This design comes from an exercise in tuning for small area, a short achievable clock period and few clock cycles per item on the open sky130 flow, not from production work.
Only simulation tests tie the RTL to the original design; equivalence was not proved.

==> run.sh <==
#!/bin/bash
# synth_recipe.tcl (not shown) runs the flow's synth.tcl, then flattens the netlist and writes it again
# the make line also repeats each setting of config.mk as NAME=value (left out here)
make -C /OpenROAD-flow-scripts/flow DESIGN_CONFIG=/design/flow/config.mk WORK_HOME=/design/flow/orfs CLKGATE_MAP_FILE= SYNTH_SCRIPT=/design/flow/synth_recipe.tcl finish
==> config.mk <==
export PLATFORM = sky130hd
export DESIGN_NAME = running_mean_variance_stats_top
export DESIGN_NICKNAME = running_mean_variance_stats_top
export VERILOG_FILES = /design/flow/design.v
export SDC_FILE = /design/flow/constraint.sdc
export NUM_CORES = 4
export LEC_CHECK = 0
export ABC_AREA = 1
export CAP_MARGIN = 20
export CORE_MARGIN = 2
export CORE_UTILIZATION = 40
export SLEW_MARGIN = 20
==> constraint.sdc <==
create_clock -name core_clock -period 9.5 [get_ports {clk}]
set_input_delay 1.9000 -clock core_clock [delete_from_list [all_inputs] [get_ports {clk}]]
set_output_delay 1.9000 -clock core_clock [all_outputs]
set_load 0.01 [all_outputs]
==> design.v <==
`default_nettype none
package rmvs_pkg;
  localparam int SAMPLE_BITS = 16;
  localparam int COUNT_BITS  = 16;
  localparam int TOTAL_BITS  = 32;
  localparam int SQ_BITS     = 48;
  localparam int MEAN_BITS   = 24;
  localparam int VAR_BITS    = 39;
  localparam int STD_BITS    = 24;
  localparam int EPOCH       = 9;
  localparam logic signed [SAMPLE_BITS-1:0] SAMPLE_MAX = 16'sh7fff;
  localparam logic signed [SAMPLE_BITS-1:0] SAMPLE_MIN = 16'sh8000;
  localparam logic [COUNT_BITS-1:0]         COUNT_FULL = 16'hffff;
endpackage
`default_nettype wire
`default_nettype none
module rmvs_mac (
  input  wire logic [17:0] ma,
  input  wire logic [16:0] mb,
  input  wire logic [36:0] base,
  output logic [36:0]      sum
);
  logic [18:0] bx;           
  logic [18:0]   ax;           
  logic [8:0] b1, b2, bn;   
  logic [18:0] pp0;
  logic [18:0] pp1;
  logic [18:0] pp2;
  logic [18:0] pp3;
  logic [18:0] pp4;
  logic [18:0] pp5;
  logic [18:0] pp6;
  logic [18:0] pp7;
  logic [18:0] pp8;
  assign bx = {mb[16], mb, 1'b0};
  assign ax = {ma[17], ma};
  always_comb begin
    for (int k = 0; k < 9; k++) begin
      b1[k] = bx[2*k+1] ^ bx[2*k];
      b2[k] = (bx[2*k+2] & ~bx[2*k+1] & ~bx[2*k]) | (~bx[2*k+2] & bx[2*k+1] & bx[2*k]);
      bn[k] = bx[2*k+2];
    end
  end
  assign pp0 = ({19{b1[0]}} & ax | {19{b2[0]}} & {ax[17:0], 1'b0}) ^ {19{bn[0]}};
  assign pp1 = ({19{b1[1]}} & ax | {19{b2[1]}} & {ax[17:0], 1'b0}) ^ {19{bn[1]}};
  assign pp2 = ({19{b1[2]}} & ax | {19{b2[2]}} & {ax[17:0], 1'b0}) ^ {19{bn[2]}};
  assign pp3 = ({19{b1[3]}} & ax | {19{b2[3]}} & {ax[17:0], 1'b0}) ^ {19{bn[3]}};
  assign pp4 = ({19{b1[4]}} & ax | {19{b2[4]}} & {ax[17:0], 1'b0}) ^ {19{bn[4]}};
  assign pp5 = ({19{b1[5]}} & ax | {19{b2[5]}} & {ax[17:0], 1'b0}) ^ {19{bn[5]}};
  assign pp6 = ({19{b1[6]}} & ax | {19{b2[6]}} & {ax[17:0], 1'b0}) ^ {19{bn[6]}};
  assign pp7 = ({19{b1[7]}} & ax | {19{b2[7]}} & {ax[17:0], 1'b0}) ^ {19{bn[7]}};
  assign pp8 = ({19{b1[8]}} & ax | {19{b2[8]}} & {ax[17:0], 1'b0}) ^ {19{bn[8]}};
  logic h0s, h0c, h1s, h1c, f2s, f2c, h3s, h3c, f4s, f4c, h5s, h5c;
  logic f6s, f6c, f7s, f7c, f8s, f8c, h9s, h9c, f10s, f10c, h11s, h11c;
  logic h12s, h12c, h13s, h13c, f14s, f14c, h15s, h15c, f16s, f16c, h17s, h17c;
  logic f18s, f18c, f19s, f19c, h20s, h20c, f21s, f21c, f22s, f22c, h23s, h23c;
  logic f24s, f24c, f25s, f25c, f26s, f26c, f27s, f27c, f28s, f28c, f29s, f29c;
  logic f30s, f30c, f31s, f31c, f32s, f32c, f33s, f33c, f34s, f34c, f35s, f35c;
  logic f36s, f36c, f37s, f37c, f38s, f38c, f39s, f39c, f40s, f40c, f41s, f41c;
  logic f42s, f42c, f43s, f43c, f44s, f44c, f45s, f45c, f46s, f46c, f47s, f47c;
  logic f48s, f48c, f49s, f49c, f50s, f50c, f51s, f51c, f52s, f52c, h53s, h53c;
  logic f54s, f54c, f55s, f55c, f56s, f56c, h57s, h57c, f58s, f58c, h59s, h59c;
  logic h60s, h60c, h61s, h61c, f62s, f62c, h63s, h63c, f64s, f64c, h65s, h65c;
  logic f66s, f66c, f67s, f67c, f68s, f68c, f69s, f69c, f70s, f70c, f71s, f71c;
  logic f72s, f72c, f73s, f73c, f74s, f74c, f75s, f75c, f76s, f76c, f77s, f77c;
  logic f78s, f78c, f79s, f79c, f80s, f80c, f81s, f81c, f82s, f82c, f83s, f83c;
  logic f84s, f84c, f85s, f85c, f86s, f86c, f87s, f87c, f88s, f88c, f89s, f89c;
  logic f90s, f90c, f91s, f91c, f92s, f92c, f93s, f93c, f94s, f94c, f95s, f95c;
  logic f96s, f96c, f97s, f97c, f98s, f98c, f99s, f99c, f100s, f100c, f101s, f101c;
  logic f102s, f102c, f103s, f103c, f104s, f104c, f105s, f105c, f106s, f106c, f107s, f107c;
  logic f108s, f108c, h109s, h109c, f110s, f110c, h111s, h111c, h112s, h112c, h113s, h113c;
  logic f114s, f114c, f115s, f115c, f116s, f116c, f117s, f117c, f118s, f118c, f119s, f119c;
  logic f120s, f120c, f121s, f121c, f122s, f122c, f123s, f123c, f124s, f124c, f125s, f125c;
  logic f126s, f126c, f127s, f127c, f128s, f128c, f129s, f129c, f130s, f130c, f131s, f131c;
  logic f132s, f132c, f133s, f133c, f134s, f134c, f135s, f135c, f136s, f136c, f137s, f137c;
  logic f138s, f138c, f139s, f139c, f140s, f140c, f141s, f141c, f142s, f142c, h143s, h143c;
  logic h144s, h144c, h145s, h145c, f146s, f146c, f147s, f147c, f148s, f148c, f149s, f149c;
  logic f150s, f150c, f151s, f151c, f152s, f152c, f153s, f153c, f154s, f154c, f155s, f155c;
  logic f156s, f156c, f157s, f157c, f158s, f158c, f159s, f159c, f160s, f160c, f161s, f161c;
  logic f162s, f162c, f163s, f163c, f164s, f164c, f165s, f165c, f166s, f166c, f167s, f167c;
  logic f168s, f168c, f169s, f169c, f170s, f170c, f171s, f171c, f172s, f172c, f173s, f173c;
  logic f174s, f174c, f175s, f175c, f176s, f176c, f177s, f177c, f178s, f178c, h179s, h179c;
  logic h180s, h180c;
  logic [36:0] ra, rb;
  assign h0s = pp0[14] ^ pp1[12];
  assign h0c = pp0[14] & pp1[12];
  assign h1s = pp0[15] ^ pp1[13];
  assign h1c = pp0[15] & pp1[13];
  assign f2s = pp0[16] ^ pp1[14] ^ pp2[12];
  assign f2c = (pp0[16] & pp1[14]) | (pp0[16] & pp2[12]) | (pp1[14] & pp2[12]);
  assign h3s = pp3[10] ^ pp4[8];
  assign h3c = pp3[10] & pp4[8];
  assign f4s = pp0[17] ^ pp1[15] ^ pp2[13];
  assign f4c = (pp0[17] & pp1[15]) | (pp0[17] & pp2[13]) | (pp1[15] & pp2[13]);
  assign h5s = pp3[11] ^ pp4[9];
  assign h5c = pp3[11] & pp4[9];
  assign f6s = ~pp0[18] ^ pp1[16] ^ pp2[14];
  assign f6c = (~pp0[18] & pp1[16]) | (~pp0[18] & pp2[14]) | (pp1[16] & pp2[14]);
  assign f7s = pp3[12] ^ pp4[10] ^ pp5[8];
  assign f7c = (pp3[12] & pp4[10]) | (pp3[12] & pp5[8]) | (pp4[10] & pp5[8]);
  assign f8s = pp1[17] ^ pp2[15] ^ pp3[13];
  assign f8c = (pp1[17] & pp2[15]) | (pp1[17] & pp3[13]) | (pp2[15] & pp3[13]);
  assign h9s = pp4[11] ^ pp5[9];
  assign h9c = pp4[11] & pp5[9];
  assign f10s = ~pp1[18] ^ pp2[16] ^ pp3[14];
  assign f10c = (~pp1[18] & pp2[16]) | (~pp1[18] & pp3[14]) | (pp2[16] & pp3[14]);
  assign h11s = pp2[17] ^ pp3[15];
  assign h11c = pp2[17] & pp3[15];
  assign h12s = pp0[8] ^ pp1[6];
  assign h12c = pp0[8] & pp1[6];
  assign h13s = pp0[9] ^ pp1[7];
  assign h13c = pp0[9] & pp1[7];
  assign f14s = pp0[10] ^ pp1[8] ^ pp2[6];
  assign f14c = (pp0[10] & pp1[8]) | (pp0[10] & pp2[6]) | (pp1[8] & pp2[6]);
  assign h15s = pp3[4] ^ pp4[2];
  assign h15c = pp3[4] & pp4[2];
  assign f16s = pp0[11] ^ pp1[9] ^ pp2[7];
  assign f16c = (pp0[11] & pp1[9]) | (pp0[11] & pp2[7]) | (pp1[9] & pp2[7]);
  assign h17s = pp3[5] ^ pp4[3];
  assign h17c = pp3[5] & pp4[3];
  assign f18s = pp0[12] ^ pp1[10] ^ pp2[8];
  assign f18c = (pp0[12] & pp1[10]) | (pp0[12] & pp2[8]) | (pp1[10] & pp2[8]);
  assign f19s = pp3[6] ^ pp4[4] ^ pp5[2];
  assign f19c = (pp3[6] & pp4[4]) | (pp3[6] & pp5[2]) | (pp4[4] & pp5[2]);
  assign h20s = pp6[0] ^ bn[6];
  assign h20c = pp6[0] & bn[6];
  assign f21s = pp0[13] ^ pp1[11] ^ pp2[9];
  assign f21c = (pp0[13] & pp1[11]) | (pp0[13] & pp2[9]) | (pp1[11] & pp2[9]);
  assign f22s = pp3[7] ^ pp4[5] ^ pp5[3];
  assign f22c = (pp3[7] & pp4[5]) | (pp3[7] & pp5[3]) | (pp4[5] & pp5[3]);
  assign h23s = pp6[1] ^ base[13];
  assign h23c = pp6[1] & base[13];
  assign f24s = h0s ^ pp2[10] ^ pp3[8];
  assign f24c = (h0s & pp2[10]) | (h0s & pp3[8]) | (pp2[10] & pp3[8]);
  assign f25s = pp4[6] ^ pp5[4] ^ pp6[2];
  assign f25c = (pp4[6] & pp5[4]) | (pp4[6] & pp6[2]) | (pp5[4] & pp6[2]);
  assign f26s = pp7[0] ^ bn[7] ^ base[14];
  assign f26c = (pp7[0] & bn[7]) | (pp7[0] & base[14]) | (bn[7] & base[14]);
  assign f27s = h0c ^ h1s ^ pp2[11];
  assign f27c = (h0c & h1s) | (h0c & pp2[11]) | (h1s & pp2[11]);
  assign f28s = pp3[9] ^ pp4[7] ^ pp5[5];
  assign f28c = (pp3[9] & pp4[7]) | (pp3[9] & pp5[5]) | (pp4[7] & pp5[5]);
  assign f29s = pp6[3] ^ pp7[1] ^ base[15];
  assign f29c = (pp6[3] & pp7[1]) | (pp6[3] & base[15]) | (pp7[1] & base[15]);
  assign f30s = h1c ^ f2s ^ h3s;
  assign f30c = (h1c & f2s) | (h1c & h3s) | (f2s & h3s);
  assign f31s = pp5[6] ^ pp6[4] ^ pp7[2];
  assign f31c = (pp5[6] & pp6[4]) | (pp5[6] & pp7[2]) | (pp6[4] & pp7[2]);
  assign f32s = pp8[0] ^ bn[8] ^ base[16];
  assign f32c = (pp8[0] & bn[8]) | (pp8[0] & base[16]) | (bn[8] & base[16]);
  assign f33s = f2c ^ h3c ^ f4s;
  assign f33c = (f2c & h3c) | (f2c & f4s) | (h3c & f4s);
  assign f34s = h5s ^ pp5[7] ^ pp6[5];
  assign f34c = (h5s & pp5[7]) | (h5s & pp6[5]) | (pp5[7] & pp6[5]);
  assign f35s = pp7[3] ^ pp8[1] ^ base[17];
  assign f35c = (pp7[3] & pp8[1]) | (pp7[3] & base[17]) | (pp8[1] & base[17]);
  assign f36s = f4c ^ h5c ^ f6s;
  assign f36c = (f4c & h5c) | (f4c & f6s) | (h5c & f6s);
  assign f37s = f7s ^ pp6[6] ^ pp7[4];
  assign f37c = (f7s & pp6[6]) | (f7s & pp7[4]) | (pp6[6] & pp7[4]);
  assign f38s = pp8[2] ^ 1'b1 ^ base[18];
  assign f38c = (pp8[2] & 1'b1) | (pp8[2] & base[18]) | (1'b1 & base[18]);
  assign f39s = f6c ^ f7c ^ f8s;
  assign f39c = (f6c & f7c) | (f6c & f8s) | (f7c & f8s);
  assign f40s = h9s ^ pp6[7] ^ pp7[5];
  assign f40c = (h9s & pp6[7]) | (h9s & pp7[5]) | (pp6[7] & pp7[5]);
  assign f41s = pp8[3] ^ 1'b1 ^ base[19];
  assign f41c = (pp8[3] & 1'b1) | (pp8[3] & base[19]) | (1'b1 & base[19]);
  assign f42s = f8c ^ h9c ^ f10s;
  assign f42c = (f8c & h9c) | (f8c & f10s) | (h9c & f10s);
  assign f43s = pp4[12] ^ pp5[10] ^ pp6[8];
  assign f43c = (pp4[12] & pp5[10]) | (pp4[12] & pp6[8]) | (pp5[10] & pp6[8]);
  assign f44s = pp7[6] ^ pp8[4] ^ base[20];
  assign f44c = (pp7[6] & pp8[4]) | (pp7[6] & base[20]) | (pp8[4] & base[20]);
  assign f45s = f10c ^ h11s ^ pp4[13];
  assign f45c = (f10c & h11s) | (f10c & pp4[13]) | (h11s & pp4[13]);
  assign f46s = pp5[11] ^ pp6[9] ^ pp7[7];
  assign f46c = (pp5[11] & pp6[9]) | (pp5[11] & pp7[7]) | (pp6[9] & pp7[7]);
  assign f47s = pp8[5] ^ 1'b1 ^ base[21];
  assign f47c = (pp8[5] & 1'b1) | (pp8[5] & base[21]) | (1'b1 & base[21]);
  assign f48s = h11c ^ ~pp2[18] ^ pp3[16];
  assign f48c = (h11c & ~pp2[18]) | (h11c & pp3[16]) | (~pp2[18] & pp3[16]);
  assign f49s = pp4[14] ^ pp5[12] ^ pp6[10];
  assign f49c = (pp4[14] & pp5[12]) | (pp4[14] & pp6[10]) | (pp5[12] & pp6[10]);
  assign f50s = pp7[8] ^ pp8[6] ^ base[22];
  assign f50c = (pp7[8] & pp8[6]) | (pp7[8] & base[22]) | (pp8[6] & base[22]);
  assign f51s = pp3[17] ^ pp4[15] ^ pp5[13];
  assign f51c = (pp3[17] & pp4[15]) | (pp3[17] & pp5[13]) | (pp4[15] & pp5[13]);
  assign f52s = pp6[11] ^ pp7[9] ^ pp8[7];
  assign f52c = (pp6[11] & pp7[9]) | (pp6[11] & pp8[7]) | (pp7[9] & pp8[7]);
  assign h53s = 1'b1 ^ base[23];
  assign h53c = 1'b1 & base[23];
  assign f54s = ~pp3[18] ^ pp4[16] ^ pp5[14];
  assign f54c = (~pp3[18] & pp4[16]) | (~pp3[18] & pp5[14]) | (pp4[16] & pp5[14]);
  assign f55s = pp6[12] ^ pp7[10] ^ pp8[8];
  assign f55c = (pp6[12] & pp7[10]) | (pp6[12] & pp8[8]) | (pp7[10] & pp8[8]);
  assign f56s = pp4[17] ^ pp5[15] ^ pp6[13];
  assign f56c = (pp4[17] & pp5[15]) | (pp4[17] & pp6[13]) | (pp5[15] & pp6[13]);
  assign h57s = pp7[11] ^ pp8[9];
  assign h57c = pp7[11] & pp8[9];
  assign f58s = ~pp4[18] ^ pp5[16] ^ pp6[14];
  assign f58c = (~pp4[18] & pp5[16]) | (~pp4[18] & pp6[14]) | (pp5[16] & pp6[14]);
  assign h59s = pp5[17] ^ pp6[15];
  assign h59c = pp5[17] & pp6[15];
  assign h60s = pp0[4] ^ pp1[2];
  assign h60c = pp0[4] & pp1[2];
  assign h61s = pp0[5] ^ pp1[3];
  assign h61c = pp0[5] & pp1[3];
  assign f62s = pp0[6] ^ pp1[4] ^ pp2[2];
  assign f62c = (pp0[6] & pp1[4]) | (pp0[6] & pp2[2]) | (pp1[4] & pp2[2]);
  assign h63s = pp3[0] ^ bn[3];
  assign h63c = pp3[0] & bn[3];
  assign f64s = pp0[7] ^ pp1[5] ^ pp2[3];
  assign f64c = (pp0[7] & pp1[5]) | (pp0[7] & pp2[3]) | (pp1[5] & pp2[3]);
  assign h65s = pp3[1] ^ base[7];
  assign h65c = pp3[1] & base[7];
  assign f66s = h12s ^ pp2[4] ^ pp3[2];
  assign f66c = (h12s & pp2[4]) | (h12s & pp3[2]) | (pp2[4] & pp3[2]);
  assign f67s = pp4[0] ^ bn[4] ^ base[8];
  assign f67c = (pp4[0] & bn[4]) | (pp4[0] & base[8]) | (bn[4] & base[8]);
  assign f68s = h12c ^ h13s ^ pp2[5];
  assign f68c = (h12c & h13s) | (h12c & pp2[5]) | (h13s & pp2[5]);
  assign f69s = pp3[3] ^ pp4[1] ^ base[9];
  assign f69c = (pp3[3] & pp4[1]) | (pp3[3] & base[9]) | (pp4[1] & base[9]);
  assign f70s = h13c ^ f14s ^ h15s;
  assign f70c = (h13c & f14s) | (h13c & h15s) | (f14s & h15s);
  assign f71s = pp5[0] ^ bn[5] ^ base[10];
  assign f71c = (pp5[0] & bn[5]) | (pp5[0] & base[10]) | (bn[5] & base[10]);
  assign f72s = f14c ^ h15c ^ f16s;
  assign f72c = (f14c & h15c) | (f14c & f16s) | (h15c & f16s);
  assign f73s = h17s ^ pp5[1] ^ base[11];
  assign f73c = (h17s & pp5[1]) | (h17s & base[11]) | (pp5[1] & base[11]);
  assign f74s = f16c ^ h17c ^ f18s;
  assign f74c = (f16c & h17c) | (f16c & f18s) | (h17c & f18s);
  assign f75s = f19s ^ h20s ^ base[12];
  assign f75c = (f19s & h20s) | (f19s & base[12]) | (h20s & base[12]);
  assign f76s = f18c ^ f19c ^ h20c;
  assign f76c = (f18c & f19c) | (f18c & h20c) | (f19c & h20c);
  assign f77s = f21s ^ f22s ^ h23s;
  assign f77c = (f21s & f22s) | (f21s & h23s) | (f22s & h23s);
  assign f78s = f21c ^ f22c ^ h23c;
  assign f78c = (f21c & f22c) | (f21c & h23c) | (f22c & h23c);
  assign f79s = f24s ^ f25s ^ f26s;
  assign f79c = (f24s & f25s) | (f24s & f26s) | (f25s & f26s);
  assign f80s = f24c ^ f25c ^ f26c;
  assign f80c = (f24c & f25c) | (f24c & f26c) | (f25c & f26c);
  assign f81s = f27s ^ f28s ^ f29s;
  assign f81c = (f27s & f28s) | (f27s & f29s) | (f28s & f29s);
  assign f82s = f27c ^ f28c ^ f29c;
  assign f82c = (f27c & f28c) | (f27c & f29c) | (f28c & f29c);
  assign f83s = f30s ^ f31s ^ f32s;
  assign f83c = (f30s & f31s) | (f30s & f32s) | (f31s & f32s);
  assign f84s = f30c ^ f31c ^ f32c;
  assign f84c = (f30c & f31c) | (f30c & f32c) | (f31c & f32c);
  assign f85s = f33s ^ f34s ^ f35s;
  assign f85c = (f33s & f34s) | (f33s & f35s) | (f34s & f35s);
  assign f86s = f33c ^ f34c ^ f35c;
  assign f86c = (f33c & f34c) | (f33c & f35c) | (f34c & f35c);
  assign f87s = f36s ^ f37s ^ f38s;
  assign f87c = (f36s & f37s) | (f36s & f38s) | (f37s & f38s);
  assign f88s = f36c ^ f37c ^ f38c;
  assign f88c = (f36c & f37c) | (f36c & f38c) | (f37c & f38c);
  assign f89s = f39s ^ f40s ^ f41s;
  assign f89c = (f39s & f40s) | (f39s & f41s) | (f40s & f41s);
  assign f90s = f39c ^ f40c ^ f41c;
  assign f90c = (f39c & f40c) | (f39c & f41c) | (f40c & f41c);
  assign f91s = f42s ^ f43s ^ f44s;
  assign f91c = (f42s & f43s) | (f42s & f44s) | (f43s & f44s);
  assign f92s = f42c ^ f43c ^ f44c;
  assign f92c = (f42c & f43c) | (f42c & f44c) | (f43c & f44c);
  assign f93s = f45s ^ f46s ^ f47s;
  assign f93c = (f45s & f46s) | (f45s & f47s) | (f46s & f47s);
  assign f94s = f45c ^ f46c ^ f47c;
  assign f94c = (f45c & f46c) | (f45c & f47c) | (f46c & f47c);
  assign f95s = f48s ^ f49s ^ f50s;
  assign f95c = (f48s & f49s) | (f48s & f50s) | (f49s & f50s);
  assign f96s = f48c ^ f49c ^ f50c;
  assign f96c = (f48c & f49c) | (f48c & f50c) | (f49c & f50c);
  assign f97s = f51s ^ f52s ^ h53s;
  assign f97c = (f51s & f52s) | (f51s & h53s) | (f52s & h53s);
  assign f98s = f51c ^ f52c ^ h53c;
  assign f98c = (f51c & f52c) | (f51c & h53c) | (f52c & h53c);
  assign f99s = f54s ^ f55s ^ base[24];
  assign f99c = (f54s & f55s) | (f54s & base[24]) | (f55s & base[24]);
  assign f100s = f54c ^ f55c ^ f56s;
  assign f100c = (f54c & f55c) | (f54c & f56s) | (f55c & f56s);
  assign f101s = h57s ^ 1'b1 ^ base[25];
  assign f101c = (h57s & 1'b1) | (h57s & base[25]) | (1'b1 & base[25]);
  assign f102s = f56c ^ h57c ^ f58s;
  assign f102c = (f56c & h57c) | (f56c & f58s) | (h57c & f58s);
  assign f103s = pp7[12] ^ pp8[10] ^ base[26];
  assign f103c = (pp7[12] & pp8[10]) | (pp7[12] & base[26]) | (pp8[10] & base[26]);
  assign f104s = f58c ^ h59s ^ pp7[13];
  assign f104c = (f58c & h59s) | (f58c & pp7[13]) | (h59s & pp7[13]);
  assign f105s = pp8[11] ^ 1'b1 ^ base[27];
  assign f105c = (pp8[11] & 1'b1) | (pp8[11] & base[27]) | (1'b1 & base[27]);
  assign f106s = h59c ^ ~pp5[18] ^ pp6[16];
  assign f106c = (h59c & ~pp5[18]) | (h59c & pp6[16]) | (~pp5[18] & pp6[16]);
  assign f107s = pp7[14] ^ pp8[12] ^ base[28];
  assign f107c = (pp7[14] & pp8[12]) | (pp7[14] & base[28]) | (pp8[12] & base[28]);
  assign f108s = pp6[17] ^ pp7[15] ^ pp8[13];
  assign f108c = (pp6[17] & pp7[15]) | (pp6[17] & pp8[13]) | (pp7[15] & pp8[13]);
  assign h109s = 1'b1 ^ base[29];
  assign h109c = 1'b1 & base[29];
  assign f110s = ~pp6[18] ^ pp7[16] ^ pp8[14];
  assign f110c = (~pp6[18] & pp7[16]) | (~pp6[18] & pp8[14]) | (pp7[16] & pp8[14]);
  assign h111s = pp7[17] ^ pp8[15];
  assign h111c = pp7[17] & pp8[15];
  assign h112s = pp0[2] ^ pp1[0];
  assign h112c = pp0[2] & pp1[0];
  assign h113s = pp0[3] ^ pp1[1];
  assign h113c = pp0[3] & pp1[1];
  assign f114s = h60s ^ pp2[0] ^ bn[2];
  assign f114c = (h60s & pp2[0]) | (h60s & bn[2]) | (pp2[0] & bn[2]);
  assign f115s = h60c ^ h61s ^ pp2[1];
  assign f115c = (h60c & h61s) | (h60c & pp2[1]) | (h61s & pp2[1]);
  assign f116s = h61c ^ f62s ^ h63s;
  assign f116c = (h61c & f62s) | (h61c & h63s) | (f62s & h63s);
  assign f117s = f62c ^ h63c ^ f64s;
  assign f117c = (f62c & h63c) | (f62c & f64s) | (h63c & f64s);
  assign f118s = f64c ^ h65c ^ f66s;
  assign f118c = (f64c & h65c) | (f64c & f66s) | (h65c & f66s);
  assign f119s = f66c ^ f67c ^ f68s;
  assign f119c = (f66c & f67c) | (f66c & f68s) | (f67c & f68s);
  assign f120s = f68c ^ f69c ^ f70s;
  assign f120c = (f68c & f69c) | (f68c & f70s) | (f69c & f70s);
  assign f121s = f70c ^ f71c ^ f72s;
  assign f121c = (f70c & f71c) | (f70c & f72s) | (f71c & f72s);
  assign f122s = f72c ^ f73c ^ f74s;
  assign f122c = (f72c & f73c) | (f72c & f74s) | (f73c & f74s);
  assign f123s = f74c ^ f75c ^ f76s;
  assign f123c = (f74c & f75c) | (f74c & f76s) | (f75c & f76s);
  assign f124s = f76c ^ f77c ^ f78s;
  assign f124c = (f76c & f77c) | (f76c & f78s) | (f77c & f78s);
  assign f125s = f78c ^ f79c ^ f80s;
  assign f125c = (f78c & f79c) | (f78c & f80s) | (f79c & f80s);
  assign f126s = f80c ^ f81c ^ f82s;
  assign f126c = (f80c & f81c) | (f80c & f82s) | (f81c & f82s);
  assign f127s = f82c ^ f83c ^ f84s;
  assign f127c = (f82c & f83c) | (f82c & f84s) | (f83c & f84s);
  assign f128s = f84c ^ f85c ^ f86s;
  assign f128c = (f84c & f85c) | (f84c & f86s) | (f85c & f86s);
  assign f129s = f86c ^ f87c ^ f88s;
  assign f129c = (f86c & f87c) | (f86c & f88s) | (f87c & f88s);
  assign f130s = f88c ^ f89c ^ f90s;
  assign f130c = (f88c & f89c) | (f88c & f90s) | (f89c & f90s);
  assign f131s = f90c ^ f91c ^ f92s;
  assign f131c = (f90c & f91c) | (f90c & f92s) | (f91c & f92s);
  assign f132s = f92c ^ f93c ^ f94s;
  assign f132c = (f92c & f93c) | (f92c & f94s) | (f93c & f94s);
  assign f133s = f94c ^ f95c ^ f96s;
  assign f133c = (f94c & f95c) | (f94c & f96s) | (f95c & f96s);
  assign f134s = f96c ^ f97c ^ f98s;
  assign f134c = (f96c & f97c) | (f96c & f98s) | (f97c & f98s);
  assign f135s = f98c ^ f99c ^ f100s;
  assign f135c = (f98c & f99c) | (f98c & f100s) | (f99c & f100s);
  assign f136s = f100c ^ f101c ^ f102s;
  assign f136c = (f100c & f101c) | (f100c & f102s) | (f101c & f102s);
  assign f137s = f102c ^ f103c ^ f104s;
  assign f137c = (f102c & f103c) | (f102c & f104s) | (f103c & f104s);
  assign f138s = f104c ^ f105c ^ f106s;
  assign f138c = (f104c & f105c) | (f104c & f106s) | (f105c & f106s);
  assign f139s = f106c ^ f107c ^ f108s;
  assign f139c = (f106c & f107c) | (f106c & f108s) | (f107c & f108s);
  assign f140s = f108c ^ h109c ^ f110s;
  assign f140c = (f108c & h109c) | (f108c & f110s) | (h109c & f110s);
  assign f141s = f110c ^ h111s ^ 1'b1;
  assign f141c = (f110c & h111s) | (f110c & 1'b1) | (h111s & 1'b1);
  assign f142s = h111c ^ ~pp7[18] ^ pp8[16];
  assign f142c = (h111c & ~pp7[18]) | (h111c & pp8[16]) | (~pp7[18] & pp8[16]);
  assign h143s = pp8[17] ^ 1'b1;
  assign h143c = pp8[17] & 1'b1;
  assign h144s = pp0[0] ^ bn[0];
  assign h144c = pp0[0] & bn[0];
  assign h145s = pp0[1] ^ base[1];
  assign h145c = pp0[1] & base[1];
  assign f146s = h112s ^ bn[1] ^ base[2];
  assign f146c = (h112s & bn[1]) | (h112s & base[2]) | (bn[1] & base[2]);
  assign f147s = h112c ^ h113s ^ base[3];
  assign f147c = (h112c & h113s) | (h112c & base[3]) | (h113s & base[3]);
  assign f148s = h113c ^ f114s ^ base[4];
  assign f148c = (h113c & f114s) | (h113c & base[4]) | (f114s & base[4]);
  assign f149s = f114c ^ f115s ^ base[5];
  assign f149c = (f114c & f115s) | (f114c & base[5]) | (f115s & base[5]);
  assign f150s = f115c ^ f116s ^ base[6];
  assign f150c = (f115c & f116s) | (f115c & base[6]) | (f116s & base[6]);
  assign f151s = f116c ^ f117s ^ h65s;
  assign f151c = (f116c & f117s) | (f116c & h65s) | (f117s & h65s);
  assign f152s = f117c ^ f118s ^ f67s;
  assign f152c = (f117c & f118s) | (f117c & f67s) | (f118s & f67s);
  assign f153s = f118c ^ f119s ^ f69s;
  assign f153c = (f118c & f119s) | (f118c & f69s) | (f119s & f69s);
  assign f154s = f119c ^ f120s ^ f71s;
  assign f154c = (f119c & f120s) | (f119c & f71s) | (f120s & f71s);
  assign f155s = f120c ^ f121s ^ f73s;
  assign f155c = (f120c & f121s) | (f120c & f73s) | (f121s & f73s);
  assign f156s = f121c ^ f122s ^ f75s;
  assign f156c = (f121c & f122s) | (f121c & f75s) | (f122s & f75s);
  assign f157s = f122c ^ f123s ^ f77s;
  assign f157c = (f122c & f123s) | (f122c & f77s) | (f123s & f77s);
  assign f158s = f123c ^ f124s ^ f79s;
  assign f158c = (f123c & f124s) | (f123c & f79s) | (f124s & f79s);
  assign f159s = f124c ^ f125s ^ f81s;
  assign f159c = (f124c & f125s) | (f124c & f81s) | (f125s & f81s);
  assign f160s = f125c ^ f126s ^ f83s;
  assign f160c = (f125c & f126s) | (f125c & f83s) | (f126s & f83s);
  assign f161s = f126c ^ f127s ^ f85s;
  assign f161c = (f126c & f127s) | (f126c & f85s) | (f127s & f85s);
  assign f162s = f127c ^ f128s ^ f87s;
  assign f162c = (f127c & f128s) | (f127c & f87s) | (f128s & f87s);
  assign f163s = f128c ^ f129s ^ f89s;
  assign f163c = (f128c & f129s) | (f128c & f89s) | (f129s & f89s);
  assign f164s = f129c ^ f130s ^ f91s;
  assign f164c = (f129c & f130s) | (f129c & f91s) | (f130s & f91s);
  assign f165s = f130c ^ f131s ^ f93s;
  assign f165c = (f130c & f131s) | (f130c & f93s) | (f131s & f93s);
  assign f166s = f131c ^ f132s ^ f95s;
  assign f166c = (f131c & f132s) | (f131c & f95s) | (f132s & f95s);
  assign f167s = f132c ^ f133s ^ f97s;
  assign f167c = (f132c & f133s) | (f132c & f97s) | (f133s & f97s);
  assign f168s = f133c ^ f134s ^ f99s;
  assign f168c = (f133c & f134s) | (f133c & f99s) | (f134s & f99s);
  assign f169s = f134c ^ f135s ^ f101s;
  assign f169c = (f134c & f135s) | (f134c & f101s) | (f135s & f101s);
  assign f170s = f135c ^ f136s ^ f103s;
  assign f170c = (f135c & f136s) | (f135c & f103s) | (f136s & f103s);
  assign f171s = f136c ^ f137s ^ f105s;
  assign f171c = (f136c & f137s) | (f136c & f105s) | (f137s & f105s);
  assign f172s = f137c ^ f138s ^ f107s;
  assign f172c = (f137c & f138s) | (f137c & f107s) | (f138s & f107s);
  assign f173s = f138c ^ f139s ^ h109s;
  assign f173c = (f138c & f139s) | (f138c & h109s) | (f139s & h109s);
  assign f174s = f139c ^ f140s ^ base[30];
  assign f174c = (f139c & f140s) | (f139c & base[30]) | (f140s & base[30]);
  assign f175s = f140c ^ f141s ^ base[31];
  assign f175c = (f140c & f141s) | (f140c & base[31]) | (f141s & base[31]);
  assign f176s = f141c ^ f142s ^ base[32];
  assign f176c = (f141c & f142s) | (f141c & base[32]) | (f142s & base[32]);
  assign f177s = f142c ^ h143s ^ base[33];
  assign f177c = (f142c & h143s) | (f142c & base[33]) | (h143s & base[33]);
  assign f178s = h143c ^ ~pp8[18] ^ base[34];
  assign f178c = (h143c & ~pp8[18]) | (h143c & base[34]) | (~pp8[18] & base[34]);
  assign h179s = 1'b1 ^ base[35];
  assign h179c = 1'b1 & base[35];
  assign h180s = 1'b1 ^ base[36];
  assign h180c = 1'b1 & base[36];
  assign ra[0] = h144s;
  assign rb[0] = base[0];
  assign ra[1] = h144c;
  assign rb[1] = h145s;
  assign ra[2] = h145c;
  assign rb[2] = f146s;
  assign ra[3] = f146c;
  assign rb[3] = f147s;
  assign ra[4] = f147c;
  assign rb[4] = f148s;
  assign ra[5] = f148c;
  assign rb[5] = f149s;
  assign ra[6] = f149c;
  assign rb[6] = f150s;
  assign ra[7] = f150c;
  assign rb[7] = f151s;
  assign ra[8] = f151c;
  assign rb[8] = f152s;
  assign ra[9] = f152c;
  assign rb[9] = f153s;
  assign ra[10] = f153c;
  assign rb[10] = f154s;
  assign ra[11] = f154c;
  assign rb[11] = f155s;
  assign ra[12] = f155c;
  assign rb[12] = f156s;
  assign ra[13] = f156c;
  assign rb[13] = f157s;
  assign ra[14] = f157c;
  assign rb[14] = f158s;
  assign ra[15] = f158c;
  assign rb[15] = f159s;
  assign ra[16] = f159c;
  assign rb[16] = f160s;
  assign ra[17] = f160c;
  assign rb[17] = f161s;
  assign ra[18] = f161c;
  assign rb[18] = f162s;
  assign ra[19] = f162c;
  assign rb[19] = f163s;
  assign ra[20] = f163c;
  assign rb[20] = f164s;
  assign ra[21] = f164c;
  assign rb[21] = f165s;
  assign ra[22] = f165c;
  assign rb[22] = f166s;
  assign ra[23] = f166c;
  assign rb[23] = f167s;
  assign ra[24] = f167c;
  assign rb[24] = f168s;
  assign ra[25] = f168c;
  assign rb[25] = f169s;
  assign ra[26] = f169c;
  assign rb[26] = f170s;
  assign ra[27] = f170c;
  assign rb[27] = f171s;
  assign ra[28] = f171c;
  assign rb[28] = f172s;
  assign ra[29] = f172c;
  assign rb[29] = f173s;
  assign ra[30] = f173c;
  assign rb[30] = f174s;
  assign ra[31] = f174c;
  assign rb[31] = f175s;
  assign ra[32] = f175c;
  assign rb[32] = f176s;
  assign ra[33] = f176c;
  assign rb[33] = f177s;
  assign ra[34] = f177c;
  assign rb[34] = f178s;
  assign ra[35] = f178c;
  assign rb[35] = h179s;
  assign ra[36] = h179c;
  assign rb[36] = h180s;
  assign sum = ra + rb;
endmodule
`default_nettype wire
`default_nettype none
module rmvs_front (
  input  wire logic                clk,
  input  wire logic                rst,
  input  wire logic                adv,
  input  wire logic                take,
  input  wire logic                add,
  input  wire logic                cmd,
  input  wire logic signed [15:0]  sample,
  input  wire logic                s2_wr,
  input  wire logic [47:0]         s2_nx,
  output logic [15:0]              n,
  output logic signed [31:0]       sum,
  output logic [47:0]              s2,
  output logic signed [15:0]       lo,
  output logic signed [15:0]       hi,
  output logic                     ovf,
  output logic [15:0]              n_nx,
  output logic signed [31:0]       sum_nx
);
  logic               pclr;     
  logic               padd;     
  logic               psat;     
  logic signed [15:0] px;       
  assign n_nx   = pclr ? '0 : padd ? n + 1'b1 : n;
  assign sum_nx = pclr ? '0 : padd ? sum + 32'(px) : sum;
  always_ff @(posedge clk) begin
    if (rst) begin
      pclr <= 1'b1;
      padd <= 1'b0;
      psat <= 1'b0;
      px   <= '0;
    end else if (adv) begin
      pclr <= take & cmd;
      padd <= add;
      psat <= take & ~cmd & ~add;
      px   <= sample;
    end
  end
  always_ff @(posedge clk) begin
    if (rst || (adv && pclr)) begin
      n   <= '0;
      sum <= '0;
      lo  <= rmvs_pkg::SAMPLE_MAX;
      hi  <= rmvs_pkg::SAMPLE_MIN;
      ovf <= 1'b0;
    end else if (adv) begin
      n   <= n_nx;
      sum <= sum_nx;
      if (padd && px < lo) lo <= px;
      if (padd && px > hi) hi <= px;
      if (psat) ovf <= 1'b1;
    end
  end
  always_ff @(posedge clk) begin
    if (rst || (take && cmd)) begin
      s2 <= '0;
    end else if (s2_wr) begin
      s2 <= s2_nx;
    end
  end
endmodule
module rmvs_mid (
  input  wire logic                clk,
  input  wire logic                adv,
  input  wire logic                add,
  input  wire logic signed [15:0]  sample,
  input  wire logic [3:0]          ph,
  input  wire logic [15:0]         n,
  input  wire logic signed [31:0]  sum,
  input  wire logic [47:0]         s2,
  output logic                     s2_wr,
  output logic [47:0]              s2_nx,
  output logic [31:0]              d_hi,
  output logic [31:0]              dlo,
  output logic [31:0]              den
);
  logic p0, p2, p4;
  logic acc_wr, acc_shift, base_acc;
  always_ff @(posedge clk) begin
    if (adv) begin
      p0 <= 1'b1; p2 <= 1'b0; p4 <= 1'b0;
      acc_wr <= 1'b0; acc_shift <= 1'b0; base_acc <= 1'b0;
    end else begin
      p0        <= 1'b0;
      p2        <= (ph == 4'd1);
      p4        <= (ph == 4'd3);
      acc_wr    <= (ph <= 4'd5);
      acc_shift <= (ph == 4'd1 || ph == 4'd3);
      base_acc  <= (ph >= 4'd1 && ph <= 4'd5);
    end
  end
  logic [17:0] ma;
  logic [16:0] mb;
  logic [17:0] ma_nx;
  logic [16:0] mb_nx;
  logic [36:0] msum;
  logic [17:0] ma_sel;
  logic        ma_neg;
  always_comb begin
    ma_neg = 1'b0;
    case (ph)
      4'd0: begin ma_sel = {2'b0, n};                       mb_nx = {1'b0, msum[15:0]};    end
      4'd1: begin ma_sel = {2'b0, sum[15:0]};               mb_nx = {1'b0, sum[15:0]};     ma_neg = 1'b1; end
      4'd2: begin ma_sel = {2'b0, n};                       mb_nx = {1'b0, s2[31:16]};     end
      4'd3: begin ma_sel = {sum[31], sum[31:16], 1'b0};     mb_nx = {1'b0, sum[15:0]};     ma_neg = 1'b1; end
      4'd4: begin ma_sel = {2'b0, n};                       mb_nx = {1'b0, s2[47:32]};     end
      4'd5: begin ma_sel = {{2{sum[31]}}, sum[31:16]};      mb_nx = {sum[31], sum[31:16]}; ma_neg = 1'b1; end
      4'd7, 4'd8: begin ma_sel = {2'b0, n};                 mb_nx = {1'b0, n - 1'b1};      end
      default: begin ma_sel = '0;                           mb_nx = '0;                    end
    endcase
    ma_nx = ma_neg ? 18'(-ma_sel) : ma_sel;
    if (adv) begin
      ma_nx = add ? {{2{sample[15]}}, sample} : '0;
      mb_nx = {sample[15], sample};
    end
  end
  always_ff @(posedge clk) begin
    ma <= ma_nx;
    mb <= mb_nx;
  end
  logic [36:0] acc;
  logic [36:0] base;
  assign base = ({37{p0}} & {1'b0, s2[35:0]}) | ({37{base_acc}} & acc);
  rmvs_mac u_mac (
    .ma   (ma),
    .mb   (mb),
    .base (base),
    .sum  (msum)
  );
  logic [11:0] s2_hi_inc;
  assign s2_hi_inc = s2[47:36] + 1'b1;
  assign s2_wr = p0;
  assign s2_nx = {msum[36] ? s2_hi_inc : s2[47:36], msum[35:0]};
  always_ff @(posedge clk) begin
    if (acc_wr) acc <= acc_shift ? {{16{msum[36]}}, msum[36:16]} : msum;
    if (p2) dlo[15:0]  <= msum[15:0];
    if (p4) dlo[31:16] <= msum[15:0];
    if (adv) den <= {msum[31:1], msum[0] | (n[15:1] == '0)};
  end
  assign d_hi = acc[31:0];
endmodule
`default_nettype wire
`default_nettype none
module rmvs_div3 #(
  parameter int W = 32
) (
  input  wire logic [W-1:0] r_in,
  input  wire logic [2:0]   b_in,
  input  wire logic [W-1:0] d,
  output logic [W-1:0]      r_out,
  output logic [2:0]        q
);
  logic [W-1:0] rr [4];
  always_comb begin
    rr[0] = r_in;
    for (int i = 0; i < 3; i++) begin
      logic [W:0] t;
      logic       b;
      t = {rr[i], b_in[2-i]};
      b = (t >= {1'b0, d});
      rr[i+1] = b ? W'(t - {1'b0, d}) : t[W-1:0];
      q[2-i] = b;
    end
  end
  assign r_out = rr[3];
endmodule
module rmvs_back (
  input  wire logic                clk,
  input  wire logic                adv,
  input  wire logic [3:0]          ph,
  input  wire logic [15:0]         n_in,
  input  wire logic signed [31:0]  sum_in,
  input  wire logic signed [15:0]  lo_in,
  input  wire logic signed [15:0]  hi_in,
  input  wire logic                ovf_in,
  input  wire logic [31:0]         d_hi,
  input  wire logic [31:0]         dlo_in,
  input  wire logic [31:0]         den_in,
  output logic [15:0]              sample_count,
  output logic signed [31:0]       total,
  output logic signed [15:0]       smallest,
  output logic signed [15:0]       largest,
  output logic signed [23:0]       mean_q8,
  output logic [38:0]              variance_q8,
  output logic [23:0]              std_dev_q8,
  output logic                     has_data,
  output logic                     variance_valid,
  output logic                     count_saturated
);
  logic       d1v;      
  logic       d2v;      
  logic [7:0] wsel;     
  always_ff @(posedge clk) begin
    if (adv) begin
      d1v  <= 1'b1;
      d2v  <= 1'b1;
      wsel <= 8'd1;
    end else begin
      d1v  <= (ph <= 4'd6);
      d2v  <= (ph <= 4'd4);
      wsel <= {wsel[6:0], 1'b0};
    end
  end
  logic [31:0]        rem1;
  logic [38:0]        qd1;      
  logic [31:0]        rem1_nx;
  logic [2:0]         q1;
  rmvs_div3 #(.W(32)) u_div1 (
    .r_in  (rem1),
    .b_in  (qd1[38:36]),
    .d     (den_in),
    .r_out (rem1_nx),
    .q     (q1)
  );
  always_ff @(posedge clk) begin
    if (adv) begin
      rem1 <= {d_hi[30:0], dlo_in[31]};       
      qd1  <= {dlo_in[30:0], 8'h00};          
    end else if (d1v) begin
      rem1 <= rem1_nx;
      qd1  <= {qd1[35:0], q1};
    end
  end
  logic [31:0] den2;
  logic [31:0] rem2;
  logic [38:0] qd2;
  logic [31:0] rem2_nx;
  logic [1:0]  q2;
  always_comb begin
    logic [31:0] r;
    r = rem2;
    for (int i = 0; i < 2; i++) begin
      logic [32:0] t;
      logic        b;
      t = {r, qd2[38-i]};
      b = (t >= {1'b0, den2});
      r = b ? 32'(t - {1'b0, den2}) : t[31:0];
      q2[1-i] = b;
    end
    rem2_nx = r;
  end
  always_ff @(posedge clk) begin
    if (adv) begin
      sample_count    <= n_in;
      total           <= sum_in;
      smallest        <= lo_in;
      largest         <= hi_in;
      count_saturated <= ovf_in;
      den2            <= den_in;
      qd2             <= {qd1[35:0], q1};
    end else if (d2v) begin
      qd2  <= {qd2[36:0], q2};
    end
  end
  always_ff @(posedge clk) begin
    rem2 <= adv ? rem1_nx : rem2_nx;
  end
  assign has_data       = (sample_count != '0);
  assign variance_valid = (sample_count[15:1] != '0);
  assign variance_q8    = qd2;
  logic [31:0] amag1;
  logic [15:0] ndiv;
  logic [15:0] mrem;
  logic [23:0] mq;
  logic [15:0] mrem_nx;
  logic [2:0]  mqb;
  assign amag1 = sum_in[31] ? 32'(-sum_in) : 32'(sum_in);
  assign ndiv  = {sample_count[15:1], sample_count[0] | (sample_count == '0)};
  rmvs_div3 #(.W(16)) u_mdiv (
    .r_in  (mrem),
    .b_in  (mq[23:21]),
    .d     (ndiv),
    .r_out (mrem_nx),
    .q     (mqb)
  );
  always_ff @(posedge clk) begin
    mrem <= adv ? amag1[31:16] : mrem_nx;
    if (adv) begin
      mq   <= {amag1[15:0], 8'h00};
    end else if (wsel != '0) begin
      mq   <= {mq[20:0], mqb};
    end
  end
  assign mean_q8 = total[31] ? 24'(-mq) : mq;
  logic [23:0] root;
  logic [24:0] srem;
  logic [5:0]  win;
  logic [23:0] sroot [4];
  logic [24:0] sr    [4];
  always_comb begin
    win = {6{wsel[6]}} & {qd2[3:0], 2'b00};
    for (int c = 0; c < 6; c++) begin
      win = win | ({6{wsel[c]}} & qd2[27-4*c -: 6]);
    end
  end
  always_comb begin
    sroot[0] = root;
    sr[0]    = srem;
    for (int i = 0; i < 3; i++) begin
      logic [26:0] a;
      logic [26:0] t;
      logic        b;
      a = {sr[i], win[5-2*i -: 2]};
      t = {1'b0, sroot[i], 2'b01};
      b = (a >= t);
      sr[i+1]    = b ? 25'(a - t) : a[24:0];
      sroot[i+1] = {sroot[i][22:0], b};
    end
  end
  always_ff @(posedge clk) begin
    srem <= adv ? '0 : sr[3];
    if (adv) begin
      root <= '0;
    end else if (wsel != '0) begin
      root <= sroot[3];
    end
  end
  assign std_dev_q8 = root;
endmodule
`default_nettype wire
`default_nettype none
module running_mean_variance_stats_top (
  input  wire logic                                    clk,
  input  wire logic                                    rst,
  input  wire logic                                    in_valid,
  output logic                                         in_stall,
  input  wire logic                                    cmd,
  input  wire logic signed [rmvs_pkg::SAMPLE_BITS-1:0] sample,
  output logic                                         out_valid,
  input  wire logic                                    out_stall,
  output logic [rmvs_pkg::COUNT_BITS-1:0]              sample_count,
  output logic signed [rmvs_pkg::TOTAL_BITS-1:0]       total,
  output logic signed [rmvs_pkg::SAMPLE_BITS-1:0]      smallest,
  output logic signed [rmvs_pkg::SAMPLE_BITS-1:0]      largest,
  output logic signed [rmvs_pkg::MEAN_BITS-1:0]        mean_q8,
  output logic [rmvs_pkg::VAR_BITS-1:0]                variance_q8,
  output logic [rmvs_pkg::STD_BITS-1:0]                std_dev_q8,
  output logic                                         has_data,
  output logic                                         variance_valid,
  output logic                                         count_saturated
);
  localparam logic [3:0] PH_LAST = 4'(rmvs_pkg::EPOCH - 1);
  logic [3:0] ph;
  logic       last;
  logic       adv;
  logic       take;
  logic       add;
  logic       m_vld;
  logic       v1_vld;
  logic       v2_vld;
  assign last      = (ph == PH_LAST);
  assign out_valid = last & v2_vld;
  assign adv       = last & ~(v2_vld & out_stall);
  assign in_stall  = ~adv;
  assign take      = adv & in_valid;
  always_ff @(posedge clk) begin
    if (rst) begin
      ph     <= PH_LAST;
      m_vld  <= 1'b0;
      v1_vld <= 1'b0;
      v2_vld <= 1'b0;
    end else begin
      if (adv) begin
        ph     <= '0;
        m_vld  <= take;
        v1_vld <= m_vld;
        v2_vld <= v1_vld;
      end else if (!last) begin
        ph <= ph + 1'b1;
      end
    end
  end
  logic [15:0]        n;
  logic signed [31:0] sum;
  logic [47:0]        s2;
  logic signed [15:0] lo;
  logic signed [15:0] hi;
  logic               ovf;
  logic               s2_wr;
  logic [47:0]        s2_nx;
  logic [31:0]        d_hi;
  logic [31:0]        dlo;
  logic [31:0]        den;
  logic [15:0]        n_nx;
  logic signed [31:0] sum_nx;
  assign add = take & ~cmd & (n_nx != rmvs_pkg::COUNT_FULL);
  rmvs_front u_front (
    .clk          (clk),
    .rst          (rst),
    .adv          (adv),
    .take         (take),
    .add          (add),
    .cmd          (cmd),
    .sample       (sample),
    .s2_wr        (s2_wr),
    .s2_nx        (s2_nx),
    .n            (n),
    .sum          (sum),
    .s2           (s2),
    .lo           (lo),
    .hi           (hi),
    .ovf          (ovf),
    .n_nx         (n_nx),
    .sum_nx       (sum_nx)
  );
  rmvs_mid u_mid (
    .clk          (clk),
    .adv          (adv),
    .add          (add),
    .sample       (sample),
    .ph           (ph),
    .n            (n_nx),
    .sum          (sum_nx),
    .s2           (s2),
    .s2_wr        (s2_wr),
    .s2_nx        (s2_nx),
    .d_hi         (d_hi),
    .dlo          (dlo),
    .den          (den)
  );
  rmvs_back u_back (
    .clk             (clk),
    .adv             (adv),
    .ph              (ph),
    .n_in            (n),
    .sum_in          (sum),
    .lo_in           (lo),
    .hi_in           (hi),
    .ovf_in          (ovf),
    .d_hi            (d_hi),
    .dlo_in          (dlo),
    .den_in          (den),
    .sample_count    (sample_count),
    .total           (total),
    .smallest        (smallest),
    .largest         (largest),
    .mean_q8         (mean_q8),
    .variance_q8     (variance_q8),
    .std_dev_q8      (std_dev_q8),
    .has_data        (has_data),
    .variance_valid  (variance_valid),
    .count_saturated (count_saturated)
  );
endmodule
`default_nettype wire
==> results of run 1 <==
==> worst paths after layout <==
check                 from         endpoint  slack [ns]
max           u_mid.den[1]  u_back.rem1[30]        0.70
min          u_mid.den[18]  u_back.den2[18]        0.43
max reg2reg   u_mid.den[1]  u_back.rem1[30]        0.70
min reg2reg  u_mid.den[18]  u_back.den2[18]        0.43
==> cells in the final DEF (no fill, tap or decap), types with 47 or more instances in the layout <==
cell / instances
nor3_1: 72
nand3_1: 348
inv_1: 1072
nor2_1: 400
fa_1: 151
xor2_1: 325
buf_4: 72
clkdlybuf4s50_1: 192
or2_2: 54
dfxtp_1: 317
o21a_1: 47
nand4_1: 58
clkbuf_16: 84
edfxtp_1: 332
o22ai_1: 215
o21ai_1: 85
o21ai_0: 619
nand2_1: 1565
a21oi_1: 614
ha_1: 425
xnor2_1: 131
==> synthesized netlist by cell type, types with 6 or more instances <==
cell / count
nand4_1: 58
o21ai_0: 621
inv_1: 1075
o21bai_1: 23
a211oi_1: 21
inv_2: 7
buf_4: 28
nand3b_1: 13
ha_1: 425
dfxtp_1: 318
a21o_1: 25
o21ai_1: 86
nand3_2: 6
buf_1: 34
a221oi_1: 17
o221ai_1: 7
o21a_1: 47
nor4_1: 39
nor3b_1: 6
nor2_1: 400
nand2_1: 1566
a31oi_1: 33
o2111ai_1: 12
xor2_1: 326
clkinv_1: 10
nand3_1: 348
nor3_1: 72
buf_6: 6
a21boi_1: 10
edfxtp_1: 332
o211ai_1: 15
o22ai_1: 215
fa_1: 151
or2_2: 55
a21boi_0: 16
buf_2: 30
a21oi_1: 614
nand2_2: 12
xnor2_1: 133
o31ai_1: 11
clkbuf_1: 183
==> logic make-up after synthesis <==
| logic type | Yosys count |
|---|---|
| AO/OA/AOI/OAI | 1808 |
| XOR/XNOR | 460 |
| adder cells (fa/ha/maj) | 576 |
| buffers and inverters | 1374 |
| flip-flops | 650 |
| multiplexers | 2 |
| AND/OR/NAND/NOR | 2595 |
==> layout make-up <==
class / instances / area share (%)
Timing Repair Buffer: 267 / 4.12
Inverter: 1093 / 6.70
Multi-Input combinational cell: 5441 / 54.5
Sequential cell: 650 / 26.6
Tap cell: 1794 / 3.66
Clock inverter: 44 / 0.797
Antenna cell: 4 / 0.0163
Clock buffer: 104 / 3.61
==> state kept, by name, summed over array words and instances (netlist names), 17 cells and up <==
name          count
u_back.mq        24
u_back.qd2       39
u_front.sum      32
u_mid.ma         18
u_mid.acc        37
u_mid.dlo        32
u_back.rem2      32
u_back.qd1       39
u_mid.den        32
u_back.srem      25
u_mid.mb         17
u_back.den2      32
u_front.s2       48
u_back.rem1      32
u_back.total     32
u_back.root      24
==> metal layers <==
layer	routed length (um)	part of all wire [%]	vias to the layer above
met4	7520	3.7	4
met2	89000	44	2020
met1	91300	45	24800
li1	-	-	25100
met5	20	0.0099	-
met3	14400	7.1	364
==> per-stage QoR <==
stage                     std cells  util [%]
after global routing           9395      44.8
final                          9397      44.8
after detailed placement       9244      42.8
after CTS                      9392      44.8
after global placement         9244      42.8
after floorplan                7465         -
==> repair_timing <==
item                       4_1_cts  5_1_grt
gates resized for setup          0        4
setup endpoints to repair        0       18
setup buffers                    0        0
==> results by group, run 1 <==
Status
  • Outcome: finished clean

GRT
  • Vias in the first global route: around 50000
  • GR Util met2: 44.1%
  • First-pass GRT wire length: a little over 300000 um
  • Total track usage: 28.0%
  • GR Layer Usage met1: 39.6%
  • Met3 usage: 3.11%
  • Gr ovfl total: 0
  • Initial antenna violation count: 8
  • GR peak layer: met2
  • Largest net degree at the start of global routing: 159

CTS
  • CTS clk-pin slew, worst paths: ~0.060 ns
  • CTS tree: done
  • Clk sinks: 650
  • Hold_buf cts: 0
  • H-tree depth: 3
  • Worst skew pair latency: 0.70 ns
  • Clock Path Buffers: 3
  • CTS Root Cell: clkbuf_16
  • Total CTS buffers: slightly below 80

Setup path
  • WS Path Type: reg2reg
  • Crit-path max FO: 24
  • Crit-path max cell delay: 0.43 ns
  • Crit. End Element: flip-flop
  • Critical Path AT: 9.23 ns
  • Critical Path RT: 9.93 ns
  • Most common cell on crit path: nand2_1
  • Worst Path Buf+Inv: 6
  • Crit start category: flip-flop
  • Worst reg-to-reg path cell count: between 50 and 60
  • Delay-heaviest family, CP: compound AO/OA/AOI/OAI gates
  • Worst path depth: 51
  • CP max-delay cell: edfxtp_1

Timing
  • Setup ws final: 0.700 ns
  • Max-slew violations: 0
  • Setup TNS: 0 ns
  • Max-slew headroom: 21.5%
  • Hold Vio Cnt, Final: 0
  • Fmax: approximately 0.11 GHz
  • Final setup vio count: 0
  • Final min period: slightly below 9 ns
  • Worst clock skew: 0.0634 ns
  • Hold slack final: 0.434 ns
  • Worst Max-Slew Pin Slew: 1.17 ns
  • Final Cycle Share: between 90% and 100%
  • RSZ-0062 raised after global routing: false

Detailed routing
  • Drt drc: 0
  • Via-to-Cell Ratio: 5.56
  • DRT Pass-1 Iters: 8
  • DR vias: 52200
  • Drt total wl: 202000 um
  • Initial DRC count: 5373
  • Post-route antenna net violation count: 0
  • Routed len/inst: 21.5 um

Yosys
  • Adder-Cell Fraction of Synth Area: 15.2%
  • Synth area leader: edfxtp_1
  • Leading post-synthesis cells by cell area: edfxtp_1 18%, dfxtp_1 12%, nand2_1 11%, ha_1 9.7%, inv_1 7.3%
  • Mean Syn Cell Area: 7.37 um2
  • Synthesized area: ~55000 um2
  • Post-synthesis cell count: ~7500
  • Largest family of logic cells by synthesized area: simple AND/OR/NAND/NOR gates
  • Ys async rst share: 0%
  • Share of the synthesized area in the top cell type: a little under a fifth
  • Number of synthesized flops with an enable pin: around 330
  • #FFs+latches synth: 650
  • Top FF cell, synth: edfxtp_1
  • Mux contribution to synthesized area: less than 1%
  • Syn_nets: 8062
  • Synth unique cells: 72
  • Synth Warn #: 11
  • Simple logic cell fraction of the synthesized area: 19.8%
  • Register area share after synthesis: 29.7%
  • Compound-gate portion of the synthesized area: between 10% and 20%
  • Xor and xnor area share after synthesis: approximately 7.3%

Final layout
  • Register area: 16300 um2
  • Layout cells sized above 1: 4.20%
  • Final instance area: 61400 um2
  • Area delta synth->final: 11.5%
  • # nets final: 8129
  • Fillcell total: 13900
  • Area occupied by multi-input gates: 33400 um2

Placement
  • GPL Wtd Cong: 1.00
  • Place WS: 0.734 ns
  • Placed Area: 58600 um2
  • HPWL Detailed: 159000 um
  • PortBufs: 192

Floorplan
  • Core area: between 100000 and 150000 um2
  • Die X: between 300 and 400 um
  • Initial Utilization: 40.2%
  • Die area: 141000 um2
  • Die height: 375 um
  • I/O pins: roughly 190
  • Rows: roughly 140

Run
  • Max-cap violations: 0

Hold path
  • Hold Path Cell Cnt: 0
  • Worst min path class: reg2reg
Testbench counts, summed over its fixed seeds: cycles 43,352, items 4,800.
==> run 2: changes to the inputs <==
--- a/config.mk
+++ b/config.mk
@@ -9,4 +9,5 @@
 export CAP_MARGIN = 20
 export CORE_MARGIN = 2
 export CORE_UTILIZATION = 40
+export SETUP_SLACK_MARGIN = 2.2
 export SLEW_MARGIN = 20
==> results by group, run 2 <==
Status
  • Outcome: finished clean

CTS
  • Hold_buf cts: 0 (unchanged)
  • H-tree depth: 3 (unchanged)
  • Clock Path Buffers: 3 (unchanged)
  • CTS tree: done
  • Total CTS buffers: 83 (+5.1%)
  • CTS Root Cell: clkbuf_16
  • Clk sinks: 650 (unchanged)
  • Worst skew pair latency: 0.73 ns (+0.03 ns)
  • CTS clk-pin slew, worst paths: 0.06 ns (about the same)

Final layout
  • Fillcell total: 13500 (-3.0%)
  • Commonest non-fill, non-tap cell in the layout: nand2_1
  • Top Registers: u_front.s2: 48 flops, u_back.qd1: 39 flops, u_back.qd2: 39 flops
  • Largest register FFs: 48 (unchanged)
  • Final instance area: 66200 um2 (+7.9%)
  • Most frequent cells in the layout: 1453 x nand2_1, 1019 x inv_1, 561 x a21oi_1, 541 x o21ai_0, 372 x nor2_1
  • Fin util: 48.3% (+3.5 points)
  • # nets final: 8361 (+2.9%)
  • Area delta synth->final: 20.3%
  • Biggest register: u_front.s2
  • Layout cells sized above 1: 13.2% (+9.0 points)

Yosys
  • Number of synthesized flops with an enable pin: 332 (unchanged)
  • Post-synthesis cell count: 7465 (unchanged)
  • Synth cell count leaders: 1566 x nand2_1, 1075 x inv_1, 621 x o21ai_0
  • Top-count cell post-synth: nand2_1
  • Syn_nets: 8062 (unchanged)
  • Synth Warn #: 11 (unchanged)
  • Ys async rst share: 0% (unchanged)
  • #FFs+latches synth: 650 (unchanged)
  • Share of the synthesized area in the top cell type: 18.1% (unchanged)
  • Register area share after synthesis: 29.7% (unchanged)
  • Synth unique cells: 72 (unchanged)
  • Synth area leader: edfxtp_1
  • Leading post-synthesis cells by cell area: edfxtp_1 18%, dfxtp_1 12%, nand2_1 11%, ha_1 9.7%, inv_1 7.3%
  • Synthesized area: 55000 um2 (unchanged)
  • Top FF cell, synth: edfxtp_1
  • Mean Syn Cell Area: 7.37 um2 (unchanged)

Detailed routing
  • Via-to-Cell Ratio: 5.56 (about the same)
  • Initial DRC count: 5029 (-6.4%)
  • DR vias: 53600 (+2.6%)
  • Drt drc: 0 (unchanged)
  • Drt total wl: 213000 um (+5.1%)
  • Routed len/inst: 22.1 um (+2.6%)
  • Post-route antenna net violation count: 0 (unchanged)
  • DRT Pass-1 Iters: 6 (-2)

Timing
  • Final min period: 7.15 ns (-1.65 ns)
  • Max-slew headroom: 24.8% (+3.3 points)
  • Worst Max-Slew Pin Slew: 1.12 ns (-0.0490 ns)
  • Worst clock skew: 0.0696 ns (+0.00618 ns)
  • Fmax: 0.140 GHz (+23%)
  • Final Cycle Share: 75.3% (-17 points)
  • RSZ-0062 raised after global routing: true
  • Hold Vio Cnt, Final: 0 (unchanged)
  • Final setup vio count: 0 (unchanged)
  • Setup TNS: 0 ns (unchanged)
  • Hold slack final: 0.435 ns (+0.000855 ns)
  • Max-slew violations: 0 (unchanged)

GRT
  • Largest net degree at the start of global routing: 127 (-20%)
  • Vias in the first global route: 50800 (+1.5%)
  • First-pass GRT wire length: 313000 um (+2.7%)
  • Gr ovfl total: 0 (unchanged)
  • Initial antenna violation count: 8 (unchanged)
  • Total track usage: 29.0% (+0.97 points)

Setup path
  • WS Path Type: reg2reg
  • Crit. End Element: flip-flop
  • Worst setup path end: u_back.rem1[31]
  • Setup crit start: u_back.rem1[15]
  • Crit start category: flip-flop
  • Crit-path max cell delay: 0.47 ns (+0.04 ns)
  • R2R Path End: u_back.rem1[31]
  • Most common cell on crit path: nand2_2
  • RR Startpoint: u_back.rem1[15]
  • Critical Path RT: 9.93 ns (about the same)
  • Critical Path AT: 7.58 ns (-1.65 ns)
  • Crit-path max FO: 22 (-8.3%)
  • Worst reg-to-reg path cell count: 42 (-18%)
  • R2r setup slk: 2.35 ns (+1.65 ns)
  • CP max-delay cell: edfxtp_1

Placement
  • GPL Wtd Cong: 1.00 (about the same)
  • PortBufs: 192 (unchanged)
  • HPWL Detailed: 163000 um (+3.1%)
  • Placed Area: 58700 um2 (+0.18%)

Floorplan
  • Initial Utilization: 40.2% (unchanged)
  • I/O pins: 193 (unchanged)
  • Die area: 141000 um2 (unchanged)
  • Core area: 137000 um2 (unchanged)
  • Die X: 375 um (unchanged)
  • Rows: 136 (unchanged)
  • Die height: 375 um (unchanged)

Run
  • Max-cap violations: 0 (unchanged)

Hold path
  • Worst min path class: reg2reg
-- run 2: worst min-delay path by stage --
stage,start,end,slack (ns),depth (start not counted)
floorplan,u_front.sum[31],u_back.total[31],0.41,0
global placement,u_front.hi[2],u_back.largest[2],0.41,0
detailed placement,u_front.hi[3],u_back.largest[3],0.42,0
CTS,u_front.hi[3],u_back.largest[3],0.43,0
global route,u_front.hi[3],u_back.largest[3],0.44,0
finish,u_front.hi[2],u_back.largest[2],0.43,0
-- run 2: timing repair --
| action | CTS | global route |
|---|---|---|
| pin swaps | 51 | 173 |
| cloned | 4 | 6 |
| resized for setup | 275 | 465 |
| endpoints found under the setup margin | 117 | 158 |
| buffers inserted | 79 | 124 |
| hold endpoints to repair | 0 | 0 |
-- run 2: worst max-delay path: cells and delay by family, from the launching register on --
family                     cells  cell delay, ns
AOI/OAI and AO/OA             12            2.12
and+or+nand+nor               18            1.92
adders and majority gates      3            1.04
buffers and inverters          9            1.34
DFF                            1            0.47
-- run 2: cell families (layout without fill, tap and decap cells) --
logic type,after synthesis,count (layout),synth area share [%]
multiplexers,2,2,0.0364
XOR/XNOR,460,460,7.33
other,0,3,0
AND/OR/NAND/NOR,2595,2599,19.8
AO/OA/AOI/OAI,1808,1808,18.3
adder cells (fa/ha/maj),576,576,15.2
flip-flops,650,650,29.7
buffers and inverters,1374,1740,9.72
-- run 2: layer usage --
metal / part of all wire [%] / track usage (%) / wire length [um]
met3: 7.2 / 3.76 / 15400
met1: 45 / 40.5 / 94800
met4: 3.7 / 10.4 / 7930
met5: 0.0038 / 0 / 8
met2: 44 / 45.7 / 94500
-- run 2: cell type report --
type	count	area (um2)	area share, %
timing repair inverter	2	16.3	0.0246
timing repair buffer	489	4420	6.68
antenna	3	7.51	0.0113
tap	1794	2240	3.39
clock buffer	104	2220	3.35
multi-input combinational	5445	36100	54.5
inverter	1093	4200	6.34
clock inverter	52	638	0.964
sequential	650	16400	24.7
-- run 2: through the flow --
step | setup slack, ns | std cells
after floorplan | 2.25 | 7465
after global placement | 0.636 | 9259
after detailed placement | 0.720 | 9259
after CTS | 2.20 | 9498
after global routing | 1.98 | 9629
final | 2.35 | 9632

static timing again, ports no longer ideal:
How much do the figures lean on ideal ports? The routed layouts below were timed once more, with nothing changed but the port constraints.
Step 1 sets driving cells, clkbuf_16 on the clock port and buf_2 on the other inputs (assumed; they add their load-dependent delay and slew).
Step 2 adds t to the input delays and takes it off the output delays; t is the mean of the earliest and latest rising clock arrival at the registers after step 1. Input paths then give back, and output paths get back, about the clock's delay inside the block.
Slacks: ideal / step 1 / step 2; pairs: ideal / step 1.
run | t, ns | setup WS [ns] | worst setup path at the end | clock arrival spread, ns | worst data-port slew with drivers (ns)
run 1 | 0.743 | 0.700 / 0.700 / 0.700 | register to register | 0.063 / 0.064 | 0.20
run 2 | 0.768 | 2.349 / 2.349 / 2.349 | register to register | 0.073 / 0.073 | 0.20
After both steps every run listed still meets setup and hold.
